Background: an optimization exercise with open tools, aiming at small area, a short achievable clock period and few clock cycles per item. Do not read the settings as production practice.
Where RTL was checked, it was by simulation tests only, not by an equivalence proof against the original.
For runs 1 and 3 to 5, only the layout was checked, not whether the RTL still works.
No activity file was given, so power comes from the tool's default toggle rates.

<file path="constraint.sdc">
create_clock -name core_clock -period 10.0 [get_ports {clk}]
set_input_delay 2.0000 -clock core_clock [delete_from_list [all_inputs] [get_ports {clk}]]
set_output_delay 2.0000 -clock core_clock [all_outputs]
set_load 0.01 [all_outputs]
</file>
<file path="config.mk">
export PLATFORM = sky130hd
export DESIGN_NAME = process_id_sha256_uuidv8
export DESIGN_NICKNAME = process_id_sha256_uuidv8
export VERILOG_FILES = /design/flow/design.v
export SDC_FILE = /design/flow/constraint.sdc
export NUM_CORES = 4
export LEC_CHECK = 0
export CAP_MARGIN = 20
export CORE_MARGIN = 2
export CORE_UTILIZATION = 40
export SLEW_MARGIN = 20
</file>
<file path="design.v">
`timescale 1ns / 1ps
package pidsha_pkg;
  typedef struct packed {
    logic [63:0] process_start_time;
    logic [63:0] process_number;
  } pidsha_in_t;
  typedef struct packed {
    logic [31:0] uuid_time_low;
    logic [15:0] uuid_mid;
    logic [15:0] uuid_hi_version;
    logic [63:0] uuid_tail;
  } pidsha_out_t;
  localparam int CFG_IDX_W = 2;
  localparam logic [CFG_IDX_W-1:0] CFG_GUID_HIGH   = 2'd0;
  localparam logic [CFG_IDX_W-1:0] CFG_GUID_LOW    = 2'd1;
  localparam logic [CFG_IDX_W-1:0] CFG_SYSTEM_TIME = 2'd2;
  localparam int ROUNDS  = 64;
  localparam int ROUND_W = 6;
  localparam logic [ROUND_W-1:0] LAST_ROUND = ROUND_W'(ROUNDS - 1);
  localparam logic [31:0] PAD_MARKER  = 32'h8000_0000;
  localparam logic [31:0] MSG_BIT_LEN = 32'd320;
  localparam logic [3:0] UUID_VERSION = 4'h8;
  localparam logic [1:0] UUID_VARIANT = 2'b10;
  typedef enum logic [1:0] {
    ST_IDLE,
    ST_ROUND,
    ST_DONE
  } ctrl_state_t;
  typedef struct packed {
    logic               load;       
    logic               round_en;   
    logic [ROUND_W-1:0] round;      
    logic               out_load;   
  } pidsha_cmd_t;
  localparam logic [64*32-1:0] ROUND_K = {
    32'hc67178f2, 32'hbef9a3f7, 32'ha4506ceb, 32'h90befffa,
    32'h8cc70208, 32'h84c87814, 32'h78a5636f, 32'h748f82ee,
    32'h682e6ff3, 32'h5b9cca4f, 32'h4ed8aa4a, 32'h391c0cb3,
    32'h34b0bcb5, 32'h2748774c, 32'h1e376c08, 32'h19a4c116,
    32'h106aa070, 32'hf40e3585, 32'hd6990624, 32'hd192e819,
    32'hc76c51a3, 32'hc24b8b70, 32'ha81a664b, 32'ha2bfe8a1,
    32'h92722c85, 32'h81c2c92e, 32'h766a0abb, 32'h650a7354,
    32'h53380d13, 32'h4d2c6dfc, 32'h2e1b2138, 32'h27b70a85,
    32'h14292967, 32'h06ca6351, 32'hd5a79147, 32'hc6e00bf3,
    32'hbf597fc7, 32'hb00327c8, 32'ha831c66d, 32'h983e5152,
    32'h76f988da, 32'h5cb0a9dc, 32'h4a7484aa, 32'h2de92c6f,
    32'h240ca1cc, 32'h0fc19dc6, 32'hefbe4786, 32'he49b69c1,
    32'hc19bf174, 32'h9bdc06a7, 32'h80deb1fe, 32'h72be5d74,
    32'h550c7dc3, 32'h243185be, 32'h12835b01, 32'hd807aa98,
    32'hab1c5ed5, 32'h923f82a4, 32'h59f111f1, 32'h3956c25b,
    32'he9b5dba5, 32'hb5c0fbcf, 32'h71374491, 32'h428a2f98
  };
  localparam logic [8*32-1:0] INITIAL_H = {
    32'h5be0cd19, 32'h1f83d9ab, 32'h9b05688c, 32'h510e527f,
    32'ha54ff53a, 32'h3c6ef372, 32'hbb67ae85, 32'h6a09e667
  };
  function automatic logic [31:0] round_k(input logic [ROUND_W-1:0] idx);
    round_k = ROUND_K[idx*32 +: 32];
  endfunction
  function automatic logic [31:0] initial_h(input int idx);
    initial_h = INITIAL_H[idx*32 +: 32];
  endfunction
  function automatic logic [31:0] bswap32(input logic [31:0] x);
    bswap32 = {x[7:0], x[15:8], x[23:16], x[31:24]};
  endfunction
  function automatic logic [31:0] big_sigma0(input logic [31:0] x);
    big_sigma0 = {x[1:0], x[31:2]} ^ {x[12:0], x[31:13]} ^ {x[21:0], x[31:22]};
  endfunction
  function automatic logic [31:0] big_sigma1(input logic [31:0] x);
    big_sigma1 = {x[5:0], x[31:6]} ^ {x[10:0], x[31:11]} ^ {x[24:0], x[31:25]};
  endfunction
  function automatic logic [31:0] small_sigma0(input logic [31:0] x);
    small_sigma0 = {x[6:0], x[31:7]} ^ {x[17:0], x[31:18]} ^ {3'b000, x[31:3]};
  endfunction
  function automatic logic [31:0] small_sigma1(input logic [31:0] x);
    small_sigma1 = {x[16:0], x[31:17]} ^ {x[18:0], x[31:19]} ^ {10'd0, x[31:10]};
  endfunction
endpackage
`timescale 1ns / 1ps
module pidsha_ctrl (
  input  logic       clk,
  input  logic       rst_n,
  input  logic       in_valid,
  output logic       in_ready,
  output logic       out_valid,
  input  logic       out_ready,
  input  logic       cfg_valid,
  output logic       run,        
  output logic [5:0] round,      
  output logic       hold,       
  output logic       start       
);
  logic       run_r;
  logic [5:0] round_r;
  logic       ov_r;
  logic       last;
  logic       primed_r;   
  assign last = run_r && (round_r == 6'd63);
  always_ff @(posedge clk) begin
    if (!rst_n) begin
      run_r   <= 1'b0;
      round_r <= '0;
      ov_r    <= 1'b0;
      primed_r <= 1'b0;
    end else begin
      primed_r <= !cfg_valid;
      if (run_r) begin
        run_r   <= !last;
        round_r <= round_r + 1'b1;
      end else begin
        run_r   <= start;
        round_r <= '0;
      end
      if (last) begin
        ov_r <= 1'b1;
      end else if (out_ready) begin
        ov_r <= 1'b0;
      end
    end
  end
  assign start     = !run_r && in_valid && primed_r && (!ov_r || out_ready);
  assign in_ready  = last;
  assign out_valid = ov_r;
  assign run       = run_r;
  assign round     = round_r;
  assign hold      = ov_r && !out_ready;
endmodule
`timescale 1ns / 1ps
module pidsha_dp (
  input  logic                                clk,
  input  logic                                rst_n,
  input  logic                                cfg_valid,
  input  logic [pidsha_pkg::CFG_IDX_W-1:0]    cfg_index,
  input  logic [63:0]                         cfg_data,
  input  pidsha_pkg::pidsha_in_t              in_data,
  input  logic                                run,
  input  logic [5:0]                          round,
  input  logic                                hold,
  input  logic                                start,
  output pidsha_pkg::pidsha_out_t             out_data
);
  logic [63:0] guid_high_r;
  logic [63:0] guid_low_r;
  logic [63:0] sys_time_r;
  logic [31:0] va, vb, vc, vd, ve, vf, vg, vh;
  logic [31:0] sched_r [16];
  logic [31:0] hkw_r;
  logic [31:0] msg [16];
  logic [31:0] w_next;
  logic [31:0] new_w;
  logic [31:0] k_next;
  logic [31:0] hkw_g;
  logic [31:0] s0, s1, ch, mj;
  logic [31:0] e_s1, e_c1, e_s2, e_c2;
  logic [31:0] a_s1, a_c1, a_s2, a_c2, a_s3, a_c3;
  logic [31:0] new_a, new_e;
  logic [31:0] h0, h1, h2, h3;
  function automatic logic [31:0] csa_s(input logic [31:0] x, input logic [31:0] y, input logic [31:0] z);
    csa_s = x ^ y ^ z;
  endfunction
  function automatic logic [31:0] csa_c(input logic [31:0] x, input logic [31:0] y, input logic [31:0] z);
    logic [31:0] m;
    m = (x & y) | (x & z) | (y & z);
    csa_c = {m[30:0], 1'b0};
  endfunction
  always_ff @(posedge clk) begin
    if (!rst_n) begin
      guid_high_r <= '0;
      guid_low_r  <= '0;
      sys_time_r  <= '0;
    end else if (cfg_valid) begin
      unique case (cfg_index)
        pidsha_pkg::CFG_GUID_HIGH:   guid_high_r <= cfg_data;
        pidsha_pkg::CFG_GUID_LOW:    guid_low_r  <= cfg_data;
        pidsha_pkg::CFG_SYSTEM_TIME: sys_time_r  <= cfg_data;
        default: ;
      endcase
    end
  end
  always_comb begin
    msg[0]  = pidsha_pkg::bswap32(guid_high_r[63:32]);
    msg[1]  = {guid_high_r[23:16], guid_high_r[31:24], guid_high_r[7:0], guid_high_r[15:8]};
    msg[2]  = guid_low_r[63:32];
    msg[3]  = guid_low_r[31:0];
    msg[4]  = pidsha_pkg::bswap32(sys_time_r[31:0]);
    msg[5]  = pidsha_pkg::bswap32(sys_time_r[63:32]);
    msg[6]  = pidsha_pkg::bswap32(in_data.process_start_time[31:0]);
    msg[7]  = pidsha_pkg::bswap32(in_data.process_start_time[63:32]);
    msg[8]  = pidsha_pkg::bswap32(in_data.process_number[31:0]);
    msg[9]  = pidsha_pkg::bswap32(in_data.process_number[63:32]);
    msg[10] = pidsha_pkg::PAD_MARKER;
    msg[11] = '0;
    msg[12] = '0;
    msg[13] = '0;
    msg[14] = '0;
    msg[15] = pidsha_pkg::MSG_BIT_LEN;
  end
  always_comb begin
    new_w = pidsha_pkg::small_sigma1(sched_r[14]) + sched_r[9]
          + pidsha_pkg::small_sigma0(sched_r[1]) + sched_r[0];
    if (!run) begin
      w_next = start ? msg[1] : msg[0];
    end else if (round == 6'd63) begin
      w_next = msg[0];
    end else if (round <= 6'd13) begin
      w_next = msg[round[3:0] + 4'd2];
    end else begin
      w_next = new_w;
    end
  end
  always_ff @(posedge clk) begin
    for (int i = 0; i < 15; i++) begin
      sched_r[i] <= sched_r[i+1];
    end
    sched_r[15] <= w_next;
  end
  always_comb begin
    k_next = run ? pidsha_pkg::round_k(round + 6'd1) : pidsha_pkg::round_k(6'd0);
    hkw_g  = run ? vg : pidsha_pkg::initial_h(7);
  end
  always_ff @(posedge clk) begin
    hkw_r <= hkw_g + k_next + sched_r[15];
  end
  always_comb begin
    s0 = pidsha_pkg::big_sigma0(va);
    s1 = pidsha_pkg::big_sigma1(ve);
    ch = (ve & vf) ^ (~ve & vg);
    mj = (va & vb) ^ (va & vc) ^ (vb & vc);
    e_s1 = csa_s(vd, hkw_r, ch);
    e_c1 = csa_c(vd, hkw_r, ch);
    e_s2 = csa_s(e_s1, e_c1, s1);
    e_c2 = csa_c(e_s1, e_c1, s1);
    new_e = e_s2 + e_c2;
    a_s1 = csa_s(hkw_r, ch, mj);
    a_c1 = csa_c(hkw_r, ch, mj);
    a_s2 = csa_s(a_s1, a_c1, s0);
    a_c2 = csa_c(a_s1, a_c1, s0);
    a_s3 = csa_s(a_s2, a_c2, s1);
    a_c3 = csa_c(a_s2, a_c2, s1);
    new_a = a_s3 + a_c3;
  end
  always_ff @(posedge clk) begin
    if (run) begin
      va <= new_a;
      vb <= va;
      vc <= vb;
      vd <= vc;
      ve <= new_e;
      vf <= ve;
      vg <= vf;
      vh <= vg;
    end else begin
      if (!hold) begin
        va <= pidsha_pkg::initial_h(0);
        vb <= pidsha_pkg::initial_h(1);
        vc <= pidsha_pkg::initial_h(2);
        vd <= pidsha_pkg::initial_h(3);
      end
      ve <= pidsha_pkg::initial_h(4);
      vf <= pidsha_pkg::initial_h(5);
      vg <= pidsha_pkg::initial_h(6);
      vh <= pidsha_pkg::initial_h(7);
    end
  end
  always_comb begin
    h0 = pidsha_pkg::initial_h(0) + va;
    h1 = pidsha_pkg::initial_h(1) + vb;
    h2 = pidsha_pkg::initial_h(2) + vc;
    h3 = pidsha_pkg::initial_h(3) + vd;
  end
  assign out_data.uuid_time_low   = pidsha_pkg::bswap32(h0);
  assign out_data.uuid_mid        = {h1[23:16], h1[31:24]};
  assign out_data.uuid_hi_version = {pidsha_pkg::UUID_VERSION, h1[3:0], h1[15:8]};
  assign out_data.uuid_tail       = {pidsha_pkg::UUID_VARIANT, h2[29:0], h3};
endmodule
`timescale 1ns / 1ps
module process_id_sha256_uuidv8 (
  input  logic                               clk,
  input  logic                               rst_n,
  input  logic                               in_valid,
  output logic                               in_ready,
  input  pidsha_pkg::pidsha_in_t             in_data,
  output logic                               out_valid,
  input  logic                               out_ready,
  output pidsha_pkg::pidsha_out_t            out_data,
  input  logic                               cfg_valid,
  output logic                               cfg_ready,
  input  logic [pidsha_pkg::CFG_IDX_W-1:0]   cfg_index,
  input  logic [63:0]                        cfg_data
);
  logic       run;
  logic [5:0] round;
  logic       hold;
  logic       start;
  assign cfg_ready = 1'b1;
  pidsha_ctrl u_ctrl (
    .clk       (clk),
    .rst_n     (rst_n),
    .in_valid  (in_valid),
    .in_ready  (in_ready),
    .out_valid (out_valid),
    .out_ready (out_ready),
    .cfg_valid (cfg_valid),
    .run       (run),
    .round     (round),
    .hold      (hold),
    .start     (start)
  );
  pidsha_dp u_dp (
    .clk       (clk),
    .rst_n     (rst_n),
    .cfg_valid (cfg_valid),
    .cfg_index (cfg_index),
    .cfg_data  (cfg_data),
    .in_data   (in_data),
    .run       (run),
    .round     (round),
    .hold      (hold),
    .start     (start),
    .out_data  (out_data)
  );
endmodule
</file>
<file path="run.sh">
#!/bin/bash
# synth_recipe.tcl (not shown) runs the flow's synth.tcl, then flattens the netlist and writes it again
# the make line also repeats each setting of config.mk as NAME=value (left out here)
make -C /OpenROAD-flow-scripts/flow DESIGN_CONFIG=/design/flow/config.mk WORK_HOME=/design/flow/orfs CLKGATE_MAP_FILE= SYNTH_SCRIPT=/design/flow/synth_recipe.tcl finish
</file>
==> results.yml, run 1 <==
timing:
  worst_slack_ps: 2790
  max_freq_mhz: 139
  grt_setup_unrepaired: "false"
  finClkSkew_ps: 78.7
  timing.final.crit_period_ps: 7210
  post-route-period-util_pct: 72.1
  tightest_slew_ps: 1190
  setup_viol: 0
  slew_violations: 0
  timing.slew.headroom_pct: 20.2
  hold_viol_final: 0
  tns_ps: 0
floorplan:
  dieWidth_um: 354
  die_y_um: 354
  num_rows: 128
  core_mm2: 0.122
  die_area_mm2: 0.125
  ios: 330
  start_util_pct: 40.3
drt:
  firstDrtPassIters: 10
  vias: 37800
  antenna_left: 0
  wl_per_cell_um: 23.8
  avgViaCountPerCell: 5.42
  drt_iter0_markers: 4368
  drc_errors: 0
  drt_wl_total_um: 166000
worst_hold_path:
  hp-class: "register to register"
  whs_path_depth: 0
  min_to: "u_dp.sched_r[5][9]"
  min_from: "u_dp.sched_r[6][9]"
placed_design:
  detailedPlace.worstSlack_ps: 2960
  placed_cells: 6787
  post_dp_cell_area_mm2: 0.0536
  place_hpwl_um: 124000
  port_buffers: 322
  gp_congestion: 0.935
synth:
  syn-cell-area_mm2: 0.0490
  ys.flop_type: "dfxtp_1"
  yosys.cell_count.top_type: "dfxtp_1"
  yosys_warnings: 4
  synth-async-reset-ratio_pct: 0
  syn_avg_cell_area_um2: 9.64
  synthCells: 5084
  synthTopCellsByCount: "dfxtp_1, nand2_1, inv_1, xnor2_1, clkbuf_1"
  synth_seq_cells: 969
  synth_edf_count: 128
  yosysTopAreaCell: "dfxtp_1"
  synth_top_area_share_pct: 34.4
  synth_area_leaders: "dfxtp_1, fa_1, edfxtp_1, xnor2_1, nand2_1"
  synth.distinct_cells: 93
  ys_seq_area_share_pct: 42.2
cells_and_area:
  fin_util_pct: 47.0
  drive_gt1_share_pct: 5.61
  final_cell_area_mm2: 0.0572
  fillers: 11600
  areaGrowthSynthToFinish_pct: 16.8
  finish.net_count: 5859
  layout.cells.non_filler: 6988
global_route:
  grt_max_degree: 113
  grt_usage_pct: 26.0
  grt_pass1_vias: 35700
  grt_pass1_wl_um: 242000
  gr-total-overflow: 0
  antenna_found_initial: 16
clocking:
  ctsResizeCount: 0
  cts_tree: "built"
  cts_max_level: 3
  clock_sinks: 969
  holdBufCountCts: 0
  cts_root_buf: "clkbuf_16"
  numCtsBuffers: 100
  clk-insertion-delay-late_ps: 730
  cts.clk_slew.worst_paths_ps: 60
  postCtsSetupRepairBufs: 0
  clock_path_buffers: 3
status:
  status: "complete, no violations"
critical_path:
  crit_chain: "ha_1 -> and2_1 -> xnor2_2 -> buf_4 -> nand2_1 -> o21ai_0 -> nor2_1 -> a211oi_1 -> o21ai_0 -> o311ai_0 -> buf_4 -> fa_1 -> ha_1 -> a21oi_1 -> o21a_1 -> o21ai_1 -> a21oi_1 -> a21bo_2 -> a221oi_1 -> o21ai_0 -> a21oi_1 -> xnor2_1"
  crit_path_end_kind: "register"
  r2r_start: "u_ctrl.round_r[2]"
  startpoint_type: "register"
  crit_path_start: "u_ctrl.round_r[2]"
  critPathKind: "register to register"
  critPathMaxFanout: 74
  worstPathRequired_ps: 10570
  critPathMaxStageDelay_ps: 790
  arrival_ps: 7780
  reg2reg_depth: 22
  cp_slowest_cell: "dfxtp_1"
  r2r_end: "u_dp.hkw_r[28]"
  critical_path.top_delay_family: "compound AO/OA/AOI/OAI gates"
  path_buf_inv: 2
  r2r_setup_slack_ps: 2790
pwr:
  ir_drop_uv: 409
  pwr_density_cell_mw_per_mm2: 285
  leakage_uw: 0.0226
flow_run:
  cap_violations: 0
layout by cell type, fill, tap and decap left out, drive strengths merged, types with 35 or more instances in the layout:
master	count
fa	249
a222oi	35
nand2b	123
and2	98
a21o	74
nand2	624
clkdlybuf4s50	321
a21oi	189
nand3	71
a22oi	46
clkbuf	137
dfxtp	841
xor2	132
nor3	57
buf	56
xnor2	331
edfxtp	128
a221oi	52
inv	490
ha	147
nor2	216
a21boi	200
o21ai	186
a211oi	49
power by group:
part / total (uW) / leakage, uW / internal, uW / switching, uW
Sequential: 4530 / 0.00812 / 4200 / 338
Combinational: 7830 / 0.0128 / 3420 / 4410
Clock: 3930 / 0.00173 / 2240 / 1690
layout make-up:
class / instances / area (um^2) / area share, %
Tap cell: 1625 / 2030 / 3.55
Antenna cell: 12 / 30.0 / 0.0525
Timing Repair Buffer: 377 / 3630 / 6.35
Inverter: 480 / 1800 / 3.15
Clock inverter: 52 / 711 / 1.24
Sequential cell: 969 / 20700 / 36.2
Multi-Input combinational cell: 3336 / 25500 / 44.5
Clock buffer: 137 / 2840 / 4.97
metrics by stage:
stage	hold slack, ps	power, uW
2_1_floorplan	310	10500
3_3_place_gp	309	12200
3_5_place_dp	312	12300
4_1_cts	272	16300
5_1_grt	276	17500
6_report	281	16300
registers in the layout, summed over array words and instances (netlist names), 32 cells and up:
signal and cells:
u_dp.vf 32, u_dp.hkw_r 32, u_dp.sched_r 512, u_dp.sys_time_r 64, u_dp.guid_high_r 64, u_dp.va 32, u_dp.guid_low_r 64, u_dp.vd 32
u_dp.vc 32, u_dp.ve 32, u_dp.vb 32, u_dp.vg 32
worst register-to-register path, delay by kind of cell, from the launching register on:
kind | cells | cell delay [ps]
fa+ha+maj | 3 | 1540
xor+xnor | 2 | 290
flops | 1 | 790
simple gates | 3 | 880
compound gates | 12 | 2710
buf+inv | 2 | 890
worst max path at each step:
stage                     end  slack, ps  cells after the start
6_report       u_dp.hkw_r[28]       2790                     22
5_1_grt        u_dp.hkw_r[31]       2220                     22
4_1_cts        u_dp.hkw_r[28]       2880                     22
3_5_place_dp   u_dp.hkw_r[30]       2960                     22
3_3_place_gp   u_dp.hkw_r[30]       3070                     22
2_1_floorplan  u_dp.hkw_r[19]       4040                     23
layer usage:
layer,track usage (%),vias up,routed length [um]
met1,37.1,18600,73300
met3,5.47,254,14900
met4,7.97,2,5080
met2,39.3,1627,73100
li1,-,17400,-
met5,0,-,13
kinds of logic (layout without fill, tap and decap cells):
group                    count (synthesis)  in the layout  synth area share (%)
AND/OR/NAND/NOR                       1300           1300                  12.1
AO/OA/AOI/OAI                         1100           1100                  15.8
flip-flops                             969            969                  42.2
buffers and inverters                  784           1046                  6.10
XOR/XNOR                               463            463                  8.31
adder cells (fa/ha/maj)                425            425                  14.5
multiplexers                            41             41                 0.912
other                                    2             19                0.0153
==> run 2, diff against run 1 <==
--- a/design.v
+++ b/design.v
@@ -89,5 +89,6 @@
   output logic [5:0] round,      
   output logic       hold,       
-  output logic       start       
+  output logic       start,      
+  output logic       last_round  
 );
   logic       run_r;
@@ -95,6 +96,7 @@
   logic       ov_r;
   logic       last;
+  logic       last_r;     
   logic       primed_r;   
-  assign last = run_r && (round_r == 6'd63);
+  assign last = last_r;
   always_ff @(posedge clk) begin
     if (!rst_n) begin
@@ -102,7 +104,9 @@
       round_r <= '0;
       ov_r    <= 1'b0;
+      last_r  <= 1'b0;
       primed_r <= 1'b0;
     end else begin
       primed_r <= !cfg_valid;
+      last_r   <= run_r && (round_r == 6'd62);
       if (run_r) begin
         run_r   <= !last;
@@ -125,4 +129,5 @@
   assign round     = round_r;
   assign hold      = ov_r && !out_ready;
+  assign last_round = last_r;
 endmodule
 `timescale 1ns / 1ps
@@ -138,4 +143,5 @@
   input  logic                                hold,
   input  logic                                start,
+  input  logic                                last,
   output pidsha_pkg::pidsha_out_t             out_data
 );
@@ -150,4 +156,5 @@
   logic [31:0] new_w;
   logic [31:0] k_next;
+  logic [31:0] k_r;
   logic [31:0] hkw_g;
   logic [31:0] s0, s1, ch, mj;
@@ -156,4 +163,8 @@
   logic [31:0] new_a, new_e;
   logic [31:0] h0, h1, h2, h3;
+  function automatic logic [31:0] round_kx(input logic [5:0] idx);
+    round_kx = (idx == 6'd63) ? pidsha_pkg::round_k(idx) + pidsha_pkg::initial_h(0)
+                              : pidsha_pkg::round_k(idx);
+  endfunction
   function automatic logic [31:0] csa_s(input logic [31:0] x, input logic [31:0] y, input logic [31:0] z);
     csa_s = x ^ y ^ z;
@@ -216,9 +227,14 @@
   end
   always_comb begin
-    k_next = run ? pidsha_pkg::round_k(round + 6'd1) : pidsha_pkg::round_k(6'd0);
-    hkw_g  = run ? vg : pidsha_pkg::initial_h(7);
+    if (run) begin
+      k_next = (round == 6'd63) ? round_kx(6'd0) : round_kx(round + 6'd2);
+    end else begin
+      k_next = start ? round_kx(6'd1) : round_kx(6'd0);
+    end
+    hkw_g = run ? vg : pidsha_pkg::initial_h(7);
   end
   always_ff @(posedge clk) begin
-    hkw_r <= hkw_g + k_next + sched_r[15];
+    k_r   <= k_next;
+    hkw_r <= hkw_g + k_r + sched_r[15];
   end
   always_comb begin
@@ -243,7 +259,7 @@
     if (run) begin
       va <= new_a;
-      vb <= va;
-      vc <= vb;
-      vd <= vc;
+      vb <= last ? va + pidsha_pkg::initial_h(1) : va;
+      vc <= last ? vb + pidsha_pkg::initial_h(2) : vb;
+      vd <= last ? vc + pidsha_pkg::initial_h(3) : vc;
       ve <= new_e;
       vf <= ve;
@@ -264,8 +280,8 @@
   end
   always_comb begin
-    h0 = pidsha_pkg::initial_h(0) + va;
-    h1 = pidsha_pkg::initial_h(1) + vb;
-    h2 = pidsha_pkg::initial_h(2) + vc;
-    h3 = pidsha_pkg::initial_h(3) + vd;
+    h0 = va;
+    h1 = vb;
+    h2 = vc;
+    h3 = vd;
   end
   assign out_data.uuid_time_low   = pidsha_pkg::bswap32(h0);
@@ -293,4 +309,5 @@
   logic       hold;
   logic       start;
+  logic       last;
   assign cfg_ready = 1'b1;
   pidsha_ctrl u_ctrl (
@@ -305,5 +322,6 @@
     .round     (round),
     .hold      (hold),
-    .start     (start)
+    .start     (start),
+    .last_round(last)
   );
   pidsha_dp u_dp (
@@ -318,4 +336,5 @@
     .hold      (hold),
     .start     (start),
+    .last      (last),
     .out_data  (out_data)
   );
--- a/config.mk
+++ b/config.mk
@@ -9,3 +9,5 @@
 export CORE_MARGIN = 2
 export CORE_UTILIZATION = 40
+export SETUP_SLACK_MARGIN = 5.0
 export SLEW_MARGIN = 20
+export TNS_END_PERCENT = 10
==> run 2 against run 1 <==
Net effect: clock power is 5.6% higher; via count is 1.3% higher; count of clock-buffer cells in the layout is 6 lower; non-clock buffer count is 47 higher; largest cell class unchanged; largest power group unchanged.
==> results.yml, run 2 <==
floorplan:
  die_y_um: 359
  start_util_pct: 40.3
  core_mm2: 0.125
  die_area_mm2: 0.129
  ios: 330
  num_rows: 130
  dieWidth_um: 359
timing:
  timing.slew.headroom_pct: 27.4
  timing.final.crit_period_ps: 4970
  hold_viol_final: 0
  whs_ps: 278
  tns_ps: 0
  slew_violations: 0
  worst_slack_ps: 5030
  post-route-period-util_pct: 49.7
  finClkSkew_ps: 99.4
  max_freq_mhz: 201
  tightest_slew_ps: 1090
  setup_viol: 0
  grt_setup_unrepaired: "true"
synth:
  synthTopCellsByCount: "dfxtp_1, nand2_1, inv_1, xnor2_1, fa_1"
  synth-async-reset-ratio_pct: 0
  synthCells: 5182
  synth_seq_cells: 1002
  yosys.cell_count.top_type: "dfxtp_1"
  synth.distinct_cells: 109
  syn-cell-area_mm2: 0.0505
  yosys_warnings: 4
  ys.flop_type: "dfxtp_1"
  synth_top_area_share_pct: 34.6
  synth_edf_count: 128
  synth_area_leaders: "dfxtp_1, fa_1, edfxtp_1, xnor2_1, nand2_1"
  syn_avg_cell_area_um2: 9.75
  ys_seq_area_share_pct: 42.2
  yosysTopAreaCell: "dfxtp_1"
critical_path:
  critPathMaxFanout: 3
  cp_slowest_cell: "fa_1"
  worstPathRequired_ps: 10450
  startpoint_type: "register"
  r2r_setup_slack_ps: 5030
  critPathKind: "register to register"
  crit_path_end_kind: "register"
  crit_chain: "maj3_2 -> fa_1 -> inv_1 -> fa_1 -> inv_1 -> fa_1 -> ha_2 -> inv_1 -> fa_2 -> nor2b_4 -> o21a_1 -> o21ai_2 -> a21oi_4 -> a21oi_4 -> o211ai_1 -> nand3_1 -> o211ai_1 -> a21oi_1 -> a31o_2"
  arrival_ps: 5410
  reg2reg_depth: 19
  r2r_end: "u_dp.va[31]"
  r2r_start: "u_dp.vc[1]"
  critPathMaxStageDelay_ps: 510
drt:
  drt_iter0_markers: 4016
  avgViaCountPerCell: 5.39
  antenna_left: 0
  drt_wl_total_um: 170000
  drc_errors: 0
  vias: 38300
  firstDrtPassIters: 8
  wl_per_cell_um: 23.9
status:
  status: "complete, no violations"
cells_and_area:
  final_cell_mix: "dfxtp_1, nand2_1, inv_1"
  areaGrowthSynthToFinish_pct: 16.5
  fin_util_pct: 46.9
  regMostFlops: "u_dp.sched_r"
  drive_gt1_share_pct: 7.79
  final_common_cell: "dfxtp_1"
  largest_reg_flops: 512
  finish.net_count: 5953
global_route:
  antenna_found_initial: 9
  grt_pass1_vias: 36900
  grt_pass1_wl_um: 248000
  gr-total-overflow: 0
  grt_usage_pct: 25.8
  grt_max_degree: 128
clocking:
  clock_sinks: 1002
  cts_root_buf: "clkbuf_16"
  clock_path_buffers: 3
  cts_max_level: 3
  clk-insertion-delay-late_ps: 780
  holdBufCountCts: 0
  numCtsBuffers: 105
  cts.clk_slew.worst_paths_ps: 70
  cts_tree: "built"
flow_run:
  cap_violations: 0
worst_hold_path:
  whs_path_depth: 0
  min_from: "u_dp.sched_r[15][15]"
  min_to: "u_dp.sched_r[14][15]"
  hp-class: "register to register"
placed_design:
  port_buffers: 322
  detailedPlace.worstSlack_ps: 4280
  gp_congestion: 0.941
  place_hpwl_um: 125000
pwr:
  pwr_density_cell_mw_per_mm2: 345
  power_uw: 20300
  ir_drop_uv: 420
  leakage_uw: 0.0235
-- run 2: cell types whose count changed in the layout (fill, tap and decap cells not counted), moves of 21 or more --
cell,change
and2_1,-30
buf_4,+41
dfxtp_1,+25
inv_1,+29
nand2b_1,-43
o22ai_1,+21
xor2_1,-22
-- run 2: layout make-up --
cell class | instances | area [um^2]
well taps | 1650 | 2060
multi-input cells | 3315 | 25800
diodes | 8 | 20.0
clock buffers | 131 | 2830
flip-flops and latches | 1002 | 21400
fillers | 11800 | 66600
repair buffers | 424 | 4010
inverters | 514 | 1930
clock inverters | 60 | 872
-- run 2: critical path, delay by kind of cell, from the launching register on --
kind	cells	cell delay [ps]
simple gates	2	300
fa+ha+maj	6	2380
compound gates	8	1470
flops	1	400
buf+inv	3	160
-- run 2: what timing repair did --
item,in CTS,in global routing
pin swaps,11,10
gates cloned,0,0
setup endpoints to repair,34,39
gates resized for setup,24,25
buffers inserted,22,28
-- run 2: cells by family after synthesis --
logic type / after synthesis / share of synthesized area, %
AOI/OAI and AO/OA: 1098 / 15.1
xor gates and xnor gates: 445 / 7.84
muxes: 71 / 1.70
buffers and inverters: 870 / 7.34
adders and majority gates: 422 / 14.0
DFF: 1002 / 42.2
other: 2 / 0.0149
and+or+nand+nor: 1272 / 11.7
-- run 2: metal layers --
metal / track usage (%) / up-vias / part of all wire [%]
met5: 0 / - / 0
met4: 9.41 / 0 / 3.3
met3: 4.27 / 271 / 8.0
met2: 40.3 / 1495 / 45
met1: 35.8 / 18900 / 44
li1: - / 17700 / -
-- run 2: worst max path at each step --
| stage | slack, ps | startpoint | depth (start not counted) | end |
|---|---|---|---|---|
| after floorplan | 4940 | u_dp.va[1] | 20 | u_dp.va[27] |
| final | 5030 | u_dp.vc[1] | 19 | u_dp.va[31] |
| after CTS | 4990 | u_dp.ve[0] | 19 | u_dp.ve[31] |
| after global routing | 4870 | u_dp.va[1] | 19 | u_dp.va[31] |
| after detailed placement | 4280 | u_dp.va[1] | 19 | u_dp.va[27] |
| after global placement | 4380 | u_dp.va[1] | 19 | u_dp.va[27] |
-- run 2: power breakdown --
| part | switching (uW) | internal [uW] | leakage [uW] |
|---|---|---|---|
| registers | 418 | 4490 | 0.00847 |
| logic | 6460 | 4760 | 0.0132 |
| clock network | 1760 | 2400 | 0.00177 |
-- run 2: metrics by stage --
step / instances / area (um^2)
after floorplan: 5187 / 50500
after global placement: 6854 / 54500
after detailed placement: 6854 / 54500
after CTS: 7067 / 58500
after global routing: 7102 / 58900
final: 7104 / 58900
Testbench counts of run 2, summed over its fixed seeds: cycles 24,976, items 384.
==> run 3, diff against run 2 <==
--- a/design.v
+++ b/design.v
@@ -87,5 +87,5 @@
   input  logic       cfg_valid,
   output logic       run,        
-  output logic [5:0] round,      
+  output logic [5:0] cnt,        
   output logic       hold,       
   output logic       start,      
@@ -93,5 +93,5 @@
 );
   logic       run_r;
-  logic [5:0] round_r;
+  logic [5:0] cnt_r;
   logic       ov_r;
   logic       last;
@@ -102,5 +102,5 @@
     if (!rst_n) begin
       run_r   <= 1'b0;
-      round_r <= '0;
+      cnt_r   <= 6'd1;
       ov_r    <= 1'b0;
       last_r  <= 1'b0;
@@ -108,11 +108,11 @@
     end else begin
       primed_r <= !cfg_valid;
-      last_r   <= run_r && (round_r == 6'd62);
+      last_r   <= run_r && (cnt_r == 6'd0);
       if (run_r) begin
-        run_r   <= !last;
-        round_r <= round_r + 1'b1;
+        run_r <= !last;
+        cnt_r <= last ? 6'd1 : cnt_r + 1'b1;
       end else begin
-        run_r   <= start;
-        round_r <= '0;
+        run_r <= start;
+        cnt_r <= start ? 6'd2 : 6'd1;
       end
       if (last) begin
@@ -127,5 +127,5 @@
   assign out_valid = ov_r;
   assign run       = run_r;
-  assign round     = round_r;
+  assign cnt       = cnt_r;
   assign hold      = ov_r && !out_ready;
   assign last_round = last_r;
@@ -140,5 +140,5 @@
   input  pidsha_pkg::pidsha_in_t              in_data,
   input  logic                                run,
-  input  logic [5:0]                          round,
+  input  logic [5:0]                          cnt,
   input  logic                                hold,
   input  logic                                start,
@@ -155,7 +155,8 @@
   logic [31:0] w_next;
   logic [31:0] new_w;
-  logic [31:0] k_next;
   logic [31:0] k_r;
   logic [31:0] hkw_g;
+  logic [31:0] w_s1, w_c1, w_s2, w_c2;
+  logic [31:0] k_s, k_c;
   logic [31:0] s0, s1, ch, mj;
   logic [31:0] e_s1, e_c1, e_s2, e_c2;
@@ -208,12 +209,15 @@
   end
   always_comb begin
-    new_w = pidsha_pkg::small_sigma1(sched_r[14]) + sched_r[9]
-          + pidsha_pkg::small_sigma0(sched_r[1]) + sched_r[0];
+    w_s1  = csa_s(sched_r[9], sched_r[0], pidsha_pkg::small_sigma0(sched_r[1]));
+    w_c1  = csa_c(sched_r[9], sched_r[0], pidsha_pkg::small_sigma0(sched_r[1]));
+    w_s2  = csa_s(w_s1, w_c1, pidsha_pkg::small_sigma1(sched_r[14]));
+    w_c2  = csa_c(w_s1, w_c1, pidsha_pkg::small_sigma1(sched_r[14]));
+    new_w = w_s2 + w_c2;
     if (!run) begin
       w_next = start ? msg[1] : msg[0];
-    end else if (round == 6'd63) begin
+    end else if (cnt == 6'd1) begin
       w_next = msg[0];
-    end else if (round <= 6'd13) begin
-      w_next = msg[round[3:0] + 4'd2];
+    end else if (cnt >= 6'd2 && cnt <= 6'd15) begin
+      w_next = msg[cnt[3:0]];
     end else begin
       w_next = new_w;
@@ -226,15 +230,14 @@
     sched_r[15] <= w_next;
   end
+  always_ff @(posedge clk) begin
+    k_r <= round_kx(cnt);
+  end
   always_comb begin
-    if (run) begin
-      k_next = (round == 6'd63) ? round_kx(6'd0) : round_kx(round + 6'd2);
-    end else begin
-      k_next = start ? round_kx(6'd1) : round_kx(6'd0);
-    end
-    hkw_g = run ? vg : pidsha_pkg::initial_h(7);
+    hkw_g = run ? vg : pidsha_pkg::initial_h(7) + pidsha_pkg::round_k(6'd0) - pidsha_pkg::round_k(6'd1);
+    k_s   = csa_s(hkw_g, k_r, sched_r[15]);
+    k_c   = csa_c(hkw_g, k_r, sched_r[15]);
   end
   always_ff @(posedge clk) begin
-    k_r   <= k_next;
-    hkw_r <= hkw_g + k_r + sched_r[15];
+    hkw_r <= k_s + k_c;
   end
   always_comb begin
@@ -306,5 +309,5 @@
 );
   logic       run;
-  logic [5:0] round;
+  logic [5:0] cnt;
   logic       hold;
   logic       start;
@@ -320,5 +323,5 @@
     .cfg_valid (cfg_valid),
     .run       (run),
-    .round     (round),
+    .cnt       (cnt),
     .hold      (hold),
     .start     (start),
@@ -333,5 +336,5 @@
     .in_data   (in_data),
     .run       (run),
-    .round     (round),
+    .cnt       (cnt),
     .hold      (hold),
     .start     (start),
==> run 3 against run 2 <==
Net effect: global-route usage increased by 1.3 points; total power grew 2.5%; setup slack lost 100 ps; critical endpoint is now u_dp.va[24]; still clean on timing, DRC and antenna; wire length rose by 2.3%; design area decreased by 0.94%; sequential power fell by 1%; largest cell class unchanged; non-clock buffer count rose by 38; clock power shrank 2%; core utilization increased by 0.78 points; register-to-register slack got worse by 100 ps.
==> results.yml, run 3 <==
pwr:
  pwr_density_cell_mw_per_mm2: 357
  combPwrFrac_pct: 57.0
  internal-power_uw: 11900
  ir_drop_uv: 375
  power.share.clock_pct: 19.6
  switching_share_pct: 42.8
  leakage_uw: 0.0229
  p_sw_uw: 8900
  seqPwrFrac_pct: 23.4
drt:
  avgViaCountPerCell: 5.44
  antenna_left: 0
  drt_iter0_markers: 4282
  wl_per_cell_um: 24.9
  drt_wl_total_um: 174000
  drc_errors: 0
  vias: 37900
  firstDrtPassIters: 6
timing:
  timing.final.crit_period_ps: 5070
  max_freq_mhz: 197
  tns_ps: 0
  hold_viol_final: 0
  timing.slew.headroom_pct: 24.1
  slew_violations: 0
  post-route-period-util_pct: 50.7
  setup_viol: 0
  grt_setup_unrepaired: "true"
  tightest_slew_ps: 1130
  finClkSkew_ps: 77.0
critical_path:
  crit_chain: "mux2_2 -> fa_1 -> inv_1 -> fa_1 -> fa_1 -> inv_1 -> ha_1 -> a21o_1 -> a21o_1 -> a21oi_2 -> nor3_1 -> o31ai_2 -> buf_4 -> nand2b_1 -> a221o_1 -> nand2_2 -> a31oi_1 -> xnor2_1 -> nor2_1"
  crit_path_end_kind: "register"
  crit_path_start: "u_dp.ve[2]"
  critical_path.top_delay_family: "adder cells"
  worstPathRequired_ps: 10420
  cp_slowest_cell: "fa_1"
  arrival_ps: 5490
  critPathMaxStageDelay_ps: 550
  path_buf_inv: 3
  r2r_start: "u_dp.ve[2]"
  critPathKind: "register to register"
  critPathMaxFanout: 5
  cp_common_cell: "fa_1"
  startpoint_type: "register"
clocking:
  clock_path_buffers: 3
  cts_root_buf: "clkbuf_16"
  cts.clk_slew.worst_paths_ps: 60
  clock_sinks: 1002
  numCtsBuffers: 105
  clk-insertion-delay-late_ps: 750
  cts_max_level: 3
  cts_tree: "built"
floorplan:
  die_y_um: 355
  core_mm2: 0.122
  num_rows: 128
  ios: 330
  die_area_mm2: 0.126
  start_util_pct: 40.4
  dieWidth_um: 355
global_route:
  grt_pass1_wl_um: 252000
  grt_pass1_vias: 36700
  grt_max_degree: 106
  gr-total-overflow: 0
  antenna_found_initial: 7
  grt_usage_pct: 27.1
cells_and_area:
  finish.net_count: 5863
  drive_gt1_share_pct: 9.42
  fillers: 11400
  regMostFlops: "u_dp.sched_r"
  largest_reg_flops: 512
  layout.cells.non_filler: 6975
  areaGrowthSynthToFinish_pct: 18.1
  final_common_cell: "dfxtp_1"
  final_cell_mix: "dfxtp_1, nand2_1, inv_1"
synth:
  yosysTopAreaCell: "dfxtp_1"
  synthTopCellsByCount: "dfxtp_1, nand2_1, inv_1, xnor2_1, fa_1"
  ys.flop_type: "dfxtp_1"
  yosys.cell_count.top_type: "dfxtp_1"
  ys_seq_area_share_pct: 43.2
  synth_area_leaders: "dfxtp_1, fa_1, edfxtp_1, xnor2_1, nand2_1"
  synth.distinct_cells: 94
  yosys_warnings: 4
  synth_top_area_share_pct: 35.4
  syn_avg_cell_area_um2: 9.83
  synthCells: 5022
  syn-cell-area_mm2: 0.0494
  synth_seq_cells: 1002
  synth-async-reset-ratio_pct: 0
  synth_edf_count: 128
placed_design:
  place_hpwl_um: 130000
  gp_congestion: 0.982
  placed_cells: 6683
  port_buffers: 322
status:
  status: "complete, no violations"
flow_run:
  cap_violations: 0
worst_hold_path:
  min_from: "u_dp.sched_r[12][7]"
  hp-class: "register to register"
-- run 3: logic make-up (layout without fill, tap and decap cells) --
| group | count (synthesis) | in the layout | share of synthesized area [%] |
|---|---|---|---|
| other cells | 2 | 9 | 0.0152 |
| fa+ha+maj | 437 | 437 | 14.7 |
| mux | 56 | 56 | 1.31 |
| simple gates | 1309 | 1309 | 12.0 |
| xor+xnor | 445 | 445 | 7.89 |
| compound gates | 1051 | 1051 | 14.7 |
| flops | 1002 | 1002 | 43.2 |
| buf+inv | 720 | 1041 | 6.11 |
-- run 3: what timing repair did --
item,4_1_cts,5_1_grt
hold buffers,0,0
pin swaps,7,32
gates cloned,0,0
gates resized for setup,51,68
hold endpoints to repair,0,0
setup buffers,43,49
endpoints found under the setup margin,33,41
-- run 3: cell type report --
cell class,instances,area [um^2],area share [%]
timing repair buffer,462,4280,7.34
clock inverter,56,679,1.17
sequential,1002,21400,36.7
multi-input combinational,3305,25500,43.7
inverter,381,1440,2.47
clock buffer,142,3010,5.17
antenna,2,5.00,0.00858
tap,1625,2030,3.49
-- run 3: worst paths after layout --
kind | endpoint | slack [ps] | depth (start not counted)
max | u_dp.va[24] | 4930 | 19
min | u_dp.sched_r[11][7] | 310 | 0
max reg2reg | u_dp.va[24] | 4930 | 19
min reg2reg | u_dp.sched_r[11][7] | 310 | 0
-- run 3: per-stage QoR --
step / hold slack (ps) / area, um^2 / total power, uW / util, % / setup slack (ps)
2_1_floorplan: 310 / 49400 / 12500 / - / 4930
3_3_place_gp: 310 / 53500 / 15300 / 43.8 / 4400
3_5_place_dp: 312 / 53500 / 15300 / 43.8 / 4320
4_1_cts: 307 / 57700 / 20000 / 47.2 / 4910
5_1_grt: 320 / 58300 / 22200 / 47.7 / 4810
6_report: 308 / 58300 / 20800 / 47.7 / 4930
-- run 3: power groups by stage --
stage	Combinational (uW)	Clock (uW)	Sequential [uW]
3_5_place_dp	10300	0	4970
2_1_floorplan	7810	0	4700
3_3_place_gp	10300	0	4960
4_1_cts	11000	4140	4860
5_1_grt	13000	4310	4890
6_report	11900	4080	4860
-- run 3: layer usage --
metal	GRT usage [%]	vias to the layer above	share of wire [%]	wire length, um
li1	-	17300	-	-
met1	38.1	18600	44	75800
met2	41.0	1625	44	76100
met3	4.96	348	8.3	14500
met4	11.0	2	4.4	7630
met5	0	-	0.0063	11
==> run 4, diff against run 3 <==
==> flow/run.sh (new file) <==
#!/bin/bash
# The standard layout (standard.sh: ORFS synthesis to final layout) with two changes:
# timing repair aims at a setup slack of 5.5 ns, and ports are buffered with buf_2 cells.
set -euo pipefail
export SETUP_SLACK_MARGIN=5.5
export BUFFER_PORTS_ARGS="-buffer_cell sky130_fd_sc_hd__buf_2"
bash standard.sh > standard.log 2>&1
==> standard.sh (new file) <==
#!/bin/bash
# synth_recipe.tcl (not shown) runs the flow's synth.tcl, then flattens the netlist and writes it again
# the make line also repeats each setting of config.mk as NAME=value (left out here)
make -C /OpenROAD-flow-scripts/flow DESIGN_CONFIG=/design/flow/config.mk WORK_HOME=/design/flow/orfs CLKGATE_MAP_FILE= SYNTH_SCRIPT=/design/flow/synth_recipe.tcl "${@:-finish}"
--- a/config.mk
+++ b/config.mk
@@ -9,5 +9,5 @@
 export CORE_MARGIN = 2
 export CORE_UTILIZATION = 40
-export SETUP_SLACK_MARGIN = 5.0
+export CTS_BUF_LIST = sky130_fd_sc_hd__clkbuf_8
 export SLEW_MARGIN = 20
 export TNS_END_PERCENT = 10
removed: run.sh
==> run 4 against run 3 <==
Net effect: largest cell class unchanged; maximum frequency is 2.6% higher; sequential share of layout area is 0.77 points higher; worst hold slack worse by 17 ps; still clean; core utilization is 0.93 points lower.
==> results.yml, run 4 <==
status:
  status: "complete, no violations"
drt:
  drc_errors: 0
  avgViaCountPerCell: 5.48
  antenna_left: 0
  drt_iter0_markers: 4689
  vias: 38900
  firstDrtPassIters: 7
  drt_wl_total_um: 174000
  wl_per_cell_um: 24.5
clocking:
  numCtsBuffers: 168
  cts_tree: "built"
  clock_path_buffers: 3
  cts_max_level: 4
  clock_sinks: 1002
  cts.clk_slew.worst_paths_ps: 70
  clk-insertion-delay-late_ps: 920
  cts_root_buf: "clkbuf_8"
synth:
  ys.flop_type: "dfxtp_1"
  synthTopCellsByCount: "dfxtp_1, nand2_1, inv_1, xnor2_1, fa_1"
  syn-cell-area_mm2: 0.0494
  synthCells: 5022
  synth_edf_count: 128
  yosys.cell_count.top_type: "dfxtp_1"
  yosysTopAreaCell: "dfxtp_1"
  synth_seq_cells: 1002
  yosys_warnings: 4
  synth_top_area_share_pct: 35.4
  synth.distinct_cells: 94
  ys_seq_area_share_pct: 43.2
  synth_area_leaders: "dfxtp_1, fa_1, edfxtp_1, xnor2_1, nand2_1"
  synth-async-reset-ratio_pct: 0
  syn_avg_cell_area_um2: 9.83
floorplan:
  start_util_pct: 40.4
  ios: 330
  num_rows: 128
  die_y_um: 355
  die_area_mm2: 0.126
  core_mm2: 0.122
  dieWidth_um: 355
timing:
  tightest_slew_ps: 1120
  whs_ps: 291
  finClkSkew_ps: 79.8
  timing.slew.headroom_pct: 24.7
  post-route-period-util_pct: 49.4
  setup_viol: 0
  tns_ps: 0
  slew_violations: 0
  hold_viol_final: 0
  grt_setup_unrepaired: "true"
  max_freq_mhz: 202
  timing.final.crit_period_ps: 4940
critical_path:
  crit_path_start: "u_dp.va[20]"
  reg2reg_depth: 16
  arrival_ps: 5540
  crit_path_end_kind: "register"
  worstPathRequired_ps: 10600
  r2r_start: "u_dp.va[20]"
  startpoint_type: "register"
  critPathKind: "register to register"
  critPathMaxFanout: 4
cells_and_area:
  regMostFlops: "u_dp.sched_r"
  finish.net_count: 5942
  fin_util_pct: 46.8
  multi_input_area_mm2: 0.0257
  final_cell_mix: "dfxtp_1, nand2_1, inv_1"
  register_area_mm2: 0.0214
  final_common_cell: "dfxtp_1"
  drive_gt1_share_pct: 17.2
  fillers: 11700
  largest_reg_flops: 512
  layout.cells.non_filler: 7100
  areaGrowthSynthToFinish_pct: 15.7
pwr:
  seqPwrFrac_pct: 22.8
  pwr_density_cell_mw_per_mm2: 373
  combPwrFrac_pct: 58.7
  power.share.clock_pct: 18.5
  leakage_uw: 0.0233
  p_sw_uw: 9190
  internal-power_uw: 12100
  ir_drop_uv: 477
  switching_share_pct: 43.2
global_route:
  grt_max_degree: 113
  gr-total-overflow: 0
  grt_pass1_wl_um: 253000
  antenna_found_initial: 3
  grt_usage_pct: 27.2
  grt_pass1_vias: 37700
placed_design:
  gp_congestion: 0.985
  port_buffers: 322
  place_hpwl_um: 129000
  placed_cells: 6685
worst_hold_path:
  whs_path_depth: 0
  hp-class: "register to register"
  min_from: "u_dp.sched_r[7][13]"
flow_run:
  cap_violations: 0
[run 4: cell counts after synthesis]
No cell type changed its count.
[run 4: worst max-delay path, cell delays in order, from the launching register on]
cell and delay [ps]:
edfxtp_1 480, maj3_1 420, fa_1 510, inv_1 50, fa_1 480, inv_1 60, fa_1 550, ha_4 240
and3_1 190, o21ai_1 120, nand2_2 110, a2111oi_4 400, a21oi_4 140, a221o_1 400, a221oi_2 300, xnor2_1 150
nand2_1 60
[run 4: final timing paths]
check                                           end  slack (ps)
worst max-delay path                    u_dp.va[30]        5060
worst min-delay path            u_dp.sched_r[6][13]         290
worst max register to register          u_dp.va[30]        5060
worst min register to register  u_dp.sched_r[6][13]         290
[run 4: metrics by stage]
stage / total power [uW] / area, um^2 / setup WS (ps)
2_1_floorplan: 12500 / 49400 / 4930
3_3_place_gp: 15200 / 51900 / 4430
3_5_place_dp: 15200 / 51900 / 4360
4_1_cts: 20800 / 56800 / 5110
5_1_grt: 22800 / 57200 / 4910
6_report: 21300 / 57200 / 5060
[run 4: cells by family after synthesis]
logic type               Yosys count  synth area share (%)
other                              2                0.0152
AND/OR/NAND/NOR                 1309                  12.0
flip-flops                      1002                  43.2
multiplexers                      56                  1.31
buffers and inverters            720                  6.11
AO/OA/AOI/OAI                   1051                  14.7
adder cells (fa/ha/maj)          437                  14.7
XOR/XNOR                         445                  7.89
[run 4: cell type report]
type / instances / area share (%)
inverter: 381 / 2.53
tap: 1625 / 3.56
antenna: 2 / 0.00876
sequential: 1002 / 37.5
timing repair buffer: 478 / 4.98
clock buffer: 211 / 5.08
multi-input combinational: 3305 / 44.9
clock inverter: 96 / 1.46
[run 4: timing repair]
item / CTS / global route
endpoints found under the setup margin: 66 / 74
hold buffers: 0 / 0
hold endpoints to repair: 0 / 0
setup buffers: 87 / 18
pin swaps: 52 / 22
resized for setup: 129 / 50
[run 4: per-layer routing]
| metal | routed length, um | up-vias | global-route usage [%] |
|---|---|---|---|
| met3 | 15000 | 357 | 5.27 |
| met5 | 15 | - | 0 |
| li1 | - | 17500 | - |
| met4 | 7260 | 2 | 11.0 |
| met1 | 75700 | 19200 | 38.1 |
| met2 | 76200 | 1833 | 41.0 |
[run 4: power by group through the flow]
stage,logic (uW),registers (uW),clock network [uW]
after detailed placement,10300,4960,0
final,12500,4860,3940
after floorplan,7810,4700,0
after global routing,13700,4890,4190
after CTS,11900,4850,4010
after global placement,10300,4960,0
==> run 5, diff against run 4 <==
--- a/design.v
+++ b/design.v
@@ -149,5 +149,5 @@
   logic [63:0] guid_low_r;
   logic [63:0] sys_time_r;
-  logic [31:0] va, vb, vc, vd, ve, vf, vg, vh;
+  logic [31:0] va, vb, vc, vd, ve, vf, vg;   
   logic [31:0] sched_r [16];
   logic [31:0] hkw_r;
@@ -165,6 +165,19 @@
   logic [31:0] h0, h1, h2, h3;
   function automatic logic [31:0] round_kx(input logic [5:0] idx);
-    round_kx = (idx == 6'd63) ? pidsha_pkg::round_k(idx) + pidsha_pkg::initial_h(0)
-                              : pidsha_pkg::round_k(idx);
+    round_kx = (idx == 6'd63) ? 32'h307b5f59 : pidsha_pkg::round_k(idx);
+  endfunction
+  function automatic logic [31:0] ks_add(input logic [31:0] x, input logic [31:0] y);
+    logic [31:0] p, g, gp, pp;
+    p  = x ^ y;
+    g  = x & y;
+    gp = g;
+    pp = p;
+    for (int l = 1; l < 32; l = l * 2) begin
+      for (int i = 31; i >= l; i--) begin
+        gp[i] = gp[i] | (pp[i] & gp[i-l]);
+        pp[i] = pp[i] & pp[i-l];
+      end
+    end
+    ks_add = p ^ {gp[30:0], 1'b0};
   endfunction
   function automatic logic [31:0] csa_s(input logic [31:0] x, input logic [31:0] y, input logic [31:0] z);
@@ -213,5 +226,5 @@
     w_s2  = csa_s(w_s1, w_c1, pidsha_pkg::small_sigma1(sched_r[14]));
     w_c2  = csa_c(w_s1, w_c1, pidsha_pkg::small_sigma1(sched_r[14]));
-    new_w = w_s2 + w_c2;
+    new_w = ks_add(w_s2, w_c2);
     if (!run) begin
       w_next = start ? msg[1] : msg[0];
@@ -239,5 +252,5 @@
   end
   always_ff @(posedge clk) begin
-    hkw_r <= k_s + k_c;
+    hkw_r <= ks_add(k_s, k_c);
   end
   always_comb begin
@@ -250,5 +263,5 @@
     e_s2 = csa_s(e_s1, e_c1, s1);
     e_c2 = csa_c(e_s1, e_c1, s1);
-    new_e = e_s2 + e_c2;
+    new_e = ks_add(e_s2, e_c2);
     a_s1 = csa_s(hkw_r, ch, mj);
     a_c1 = csa_c(hkw_r, ch, mj);
@@ -257,5 +270,5 @@
     a_s3 = csa_s(a_s2, a_c2, s1);
     a_c3 = csa_c(a_s2, a_c2, s1);
-    new_a = a_s3 + a_c3;
+    new_a = ks_add(a_s3, a_c3);
   end
   always_ff @(posedge clk) begin
@@ -268,5 +281,4 @@
       vf <= ve;
       vg <= vf;
-      vh <= vg;
     end else begin
       if (!hold) begin
@@ -279,5 +291,4 @@
       vf <= pidsha_pkg::initial_h(5);
       vg <= pidsha_pkg::initial_h(6);
-      vh <= pidsha_pkg::initial_h(7);
     end
   end
==> flow/run.sh (replaced) <==
#!/bin/bash
# The standard layout (standard.sh: ORFS synthesis to final layout) with three changes:
#  - no full/half-adder cell extraction in synthesis (ADDER_MAP_FILE empty), so the
#    carry-save rows are mapped by abc like the rest of the logic; the registers are the
#    standard synthesis's, since only the mapping of adder logic changes;
#  - timing repair aims at a setup slack of 6.5 ns;
#  - ports are buffered with buf_2 cells.
set -euo pipefail
export ADDER_MAP_FILE=
export SETUP_SLACK_MARGIN=6.5
export BUFFER_PORTS_ARGS="-buffer_cell sky130_fd_sc_hd__buf_2"
bash standard.sh > standard.log 2>&1
==> run 5 against run 4 <==
Net effect: still clean on timing, DRC and antenna; synthesized cell count rose by 11%; count of clock-buffer cells in the layout fell by 10; flip-flop and latch count did not move; setup slack improved by 590 ps; clock skew fell by 6.8 ps; maximum frequency rose by 14%; final cell count rose by 10%; critical endpoint is now u_dp.va[29]; largest power group unchanged; highest routed layer unchanged.
==> results.yml, run 5 <==
cells_and_area:
  finish.net_count: 6225
  final_cell_mix: "nand2_1, dfxtp_1, xnor2_1"
  final_common_cell: "nand2_1"
  regMostFlops: "u_dp.sched_r"
  largest_reg_flops: 512
  drive_gt1_share_pct: 24.5
  areaGrowthSynthToFinish_pct: 20.8
  fillers: 11800
timing:
  timing.final.crit_period_ps: 4350
  grt_setup_unrepaired: "true"
  tns_ps: 0
  hold_viol_final: 0
  slew_violations: 0
  post-route-period-util_pct: 43.5
  setup_viol: 0
  finClkSkew_ps: 73.0
  timing.slew.headroom_pct: 21.9
  tightest_slew_ps: 1160
  worst_slack_ps: 5650
  max_freq_mhz: 230
global_route:
  grt_pass1_vias: 40600
  gr-total-overflow: 0
  grt_pass1_wl_um: 262000
  antenna_found_initial: 19
  grt_usage_pct: 26.6
  grt_max_degree: 129
critical_path:
  critPathMaxFanout: 3
  worstPathRequired_ps: 10600
  critPathKind: "register to register"
  startpoint_type: "register"
  crit_path_end_kind: "register"
  r2r_end: "u_dp.va[29]"
  reg2reg_depth: 15
  arrival_ps: 4950
  r2r_setup_slack_ps: 5650
  r2r_start: "u_dp.vc[17]"
  crit_path_start: "u_dp.vc[17]"
drt:
  drt_iter0_markers: 4698
  drc_errors: 0
  antenna_left: 0
  vias: 43500
  firstDrtPassIters: 9
  avgViaCountPerCell: 5.55
  drt_wl_total_um: 182000
  wl_per_cell_um: 23.2
clocking:
  holdBufCountCts: 0
  clock_sinks: 1002
  cts_root_buf: "clkbuf_8"
  clk-insertion-delay-late_ps: 910
  cts_max_level: 4
  numCtsBuffers: 166
  cts.clk_slew.worst_paths_ps: 70
  cts_tree: "built"
  clock_path_buffers: 3
synth:
  ys.flop_type: "dfxtp_1"
  syn-cell-area_mm2: 0.0515
  ys_seq_area_share_pct: 41.4
  synthSimpleGateAreaFrac_pct: 14.0
  synth-async-reset-ratio_pct: 0
  yosysTopAreaCell: "dfxtp_1"
  synth_area_leaders: "dfxtp_1, xnor2_1, edfxtp_1, nand2_1, xor2_1"
  synthAdderAreaFrac_pct: 4.74
  synth.distinct_cells: 106
  synth_xor_area_share_pct: 18.5
  synth_top_family_by_area: "XOR/XNOR gates"
  synthCells: 5555
  synth_seq_cells: 1002
  yosys.cell_count.top_type: "dfxtp_1"
  yosys_warnings: 4
  synth_compound_gate_area_share_pct: 15.9
  synthTopCellsByCount: "dfxtp_1, nand2_1, xnor2_1, nor2_1, xor2_1"
  synth.mux.area_fraction_pct: 1.48
  syn_avg_cell_area_um2: 9.27
  synth_edf_count: 128
  synth_top_area_share_pct: 34.0
placed_design:
  detailedPlace.worstSlack_ps: 5150
  place_hpwl_um: 128000
  port_buffers: 322
  gp_congestion: 0.984
worst_hold_path:
  min_to: "u_dp.sched_r[9][6]"
  min_from: "u_dp.sched_r[10][6]"
  whs_path_depth: 0
  hp-class: "register to register"
floorplan:
  num_rows: 131
  ios: 330
  start_util_pct: 40.3
  die_y_um: 363
  dieWidth_um: 363
  core_mm2: 0.128
  die_area_mm2: 0.132
flow_run:
  cap_violations: 0
pwr:
  ir_drop_uv: 470
  pwr_density_cell_mw_per_mm2: 413
  leakage_uw: 0.0240
status:
  status: "complete, no violations"
==> run 5: cell count changes in the layout (fill, tap and decap cells not counted), sizes merged, moves of 157 or more <==
cell,before,now
fa,250,0
ha,157,0
nand2,625,841
xor2,110,268
inv,436,133
xnor2,335,584
maj3,30,239
buf,477,656
==> run 5: area by class of cell <==
class / instances / area [um^2] / share of cell area, %
multi-input cells: 4116 / 30400 / 48.9
flip-flops and latches: 1002 / 21500 / 34.6
repair buffers: 656 / 4310 / 6.92
clock buffers: 201 / 2770 / 4.45
well taps: 1662 / 2080 / 3.34
clock inverters: 98 / 778 / 1.25
inverters: 84 / 319 / 0.513
diodes: 12 / 30.0 / 0.0483
==> run 5: cell families after synthesis <==
family / count (synthesis)
adders and majority gates: 239
other: 2
AOI/OAI and AO/OA: 1230
buffers and inverters: 442
muxes: 64
and+or+nand+nor: 1638
DFF: 1002
xor gates and xnor gates: 938
==> run 5: worst max-delay path by stage <==
stage	slack [ps]	endpoint	cells past startpoint
6_report	5650	u_dp.va[29]	15
5_1_grt	5530	u_dp.hkw_r[30]	15
4_1_cts	5690	u_dp.hkw_r[30]	14
3_5_place_dp	5150	u_dp.hkw_r[30]	15
3_3_place_gp	5160	u_dp.hkw_r[30]	15
2_1_floorplan	5860	u_dp.va[27]	15
==> run 5: worst max-delay path, cell delays in order, from the launching register on <==
cell and delay (ps):
edfxtp_1 420, maj3_2 360, xor3_1 410, xor3_1 410, xnor3_1 380, or2_4 270, nand2_4 90, nor3_4 50
a311oi_2 310, o21a_1 230, o211ai_1 130, and3_4 210, maj3_2 390, a31oi_4 170, xor2_1 160, nand2_1 70
==> run 5: stage by stage <==
stage                     hold WS [ps]  utilization [%]  instance area [um^2]  cells  total power (uW)
after floorplan                    310                -                 51600   5560             15400
after global placement             310             42.3                 54000   7230             17900
after detailed placement           312             42.3                 54000   7230             18000
after CTS                          300             47.5                 60600   7746             24300
after global routing               306             48.7                 62200   7828             27100
final                              301             48.7                 62200   7831             25700
==> run 5: timing repair <==
| item | CTS | global route |
|---|---|---|
| resized for setup | 372 | 208 |
| pin swaps | 158 | 126 |
| setup buffers | 217 | 73 |
| setup endpoints to repair | 227 | 227 |
==> run 5: per-layer routing <==
metal,GRT usage [%],routed length [um],vias to the layer above
met4,11.3,8100,8
met2,41.4,81800,1944
met1,35.9,76400,21100
li1,-,-,20100
met3,4.95,15200,405
met5,0,47,-
==> run 5: where the power goes <==
| group | internal (uW) | switching [uW] | leakage, uW |
|---|---|---|---|
| Sequential | 4500 | 472 | 0.00847 |
| Combinational | 7910 | 8960 | 0.0136 |
| Clock | 2060 | 1770 | 0.00198 |
| Total | 14500 | 11200 | 0.0240 |

port drivers added, routing unchanged:
In the flow no input, the clock included, has a driving cell. The finished layouts below were timed again as built, in two steps. Step 1 (the two cells are an assumption about what drives the block):
set clk [get_ports {clk}]
set_driving_cell -lib_cell sky130_fd_sc_hd__clkbuf_16 $clk
set_driving_cell -lib_cell sky130_fd_sc_hd__buf_2 [delete_from_list [all_inputs] $clk]
Step 2 adds t to the input delays and takes it off the output delays; t is the mean of the earliest and latest rising clock arrival at the registers after step 1. Input paths then give back, and output paths get back, about the clock's delay inside the block. Slacks: no drivers / after step 1 / after step 2; pairs: no drivers / after step 1.
| run | shift t [ns] | setup slack, ns | hold slack, ns | slew at the worst register clock pin (ns) | pins driven straight from the clock port |
|---|---|---|---|---|---|
| run 1 | 0.764 | 2.794 / 2.794 / 2.794 | 0.281 / 0.281 / 0.281 | 0.07 / 0.07 | 1 |
| run 2 | 0.808 | 5.034 / 5.034 / 5.034 | 0.278 / 0.278 / 0.278 | 0.07 / 0.07 | 1 |
| run 3 | 0.787 | 4.934 / 4.934 / 4.934 | 0.308 / 0.308 / 0.308 | 0.07 / 0.07 | 1 |
| run 4 | 0.951 | 5.060 / 5.060 / 5.060 | 0.291 / 0.291 / 0.291 | 0.08 / 0.08 | 1 |
| run 5 | 0.957 | 5.649 / 5.649 / 5.346 | 0.301 / 0.301 / 0.301 | 0.07 / 0.07 | 1 |
After both steps setup and hold are still met in every run listed. For run 5, which loses most, drivers alone change the setup slack by 0.000 ns; drivers and shift together by -0.303 ns.
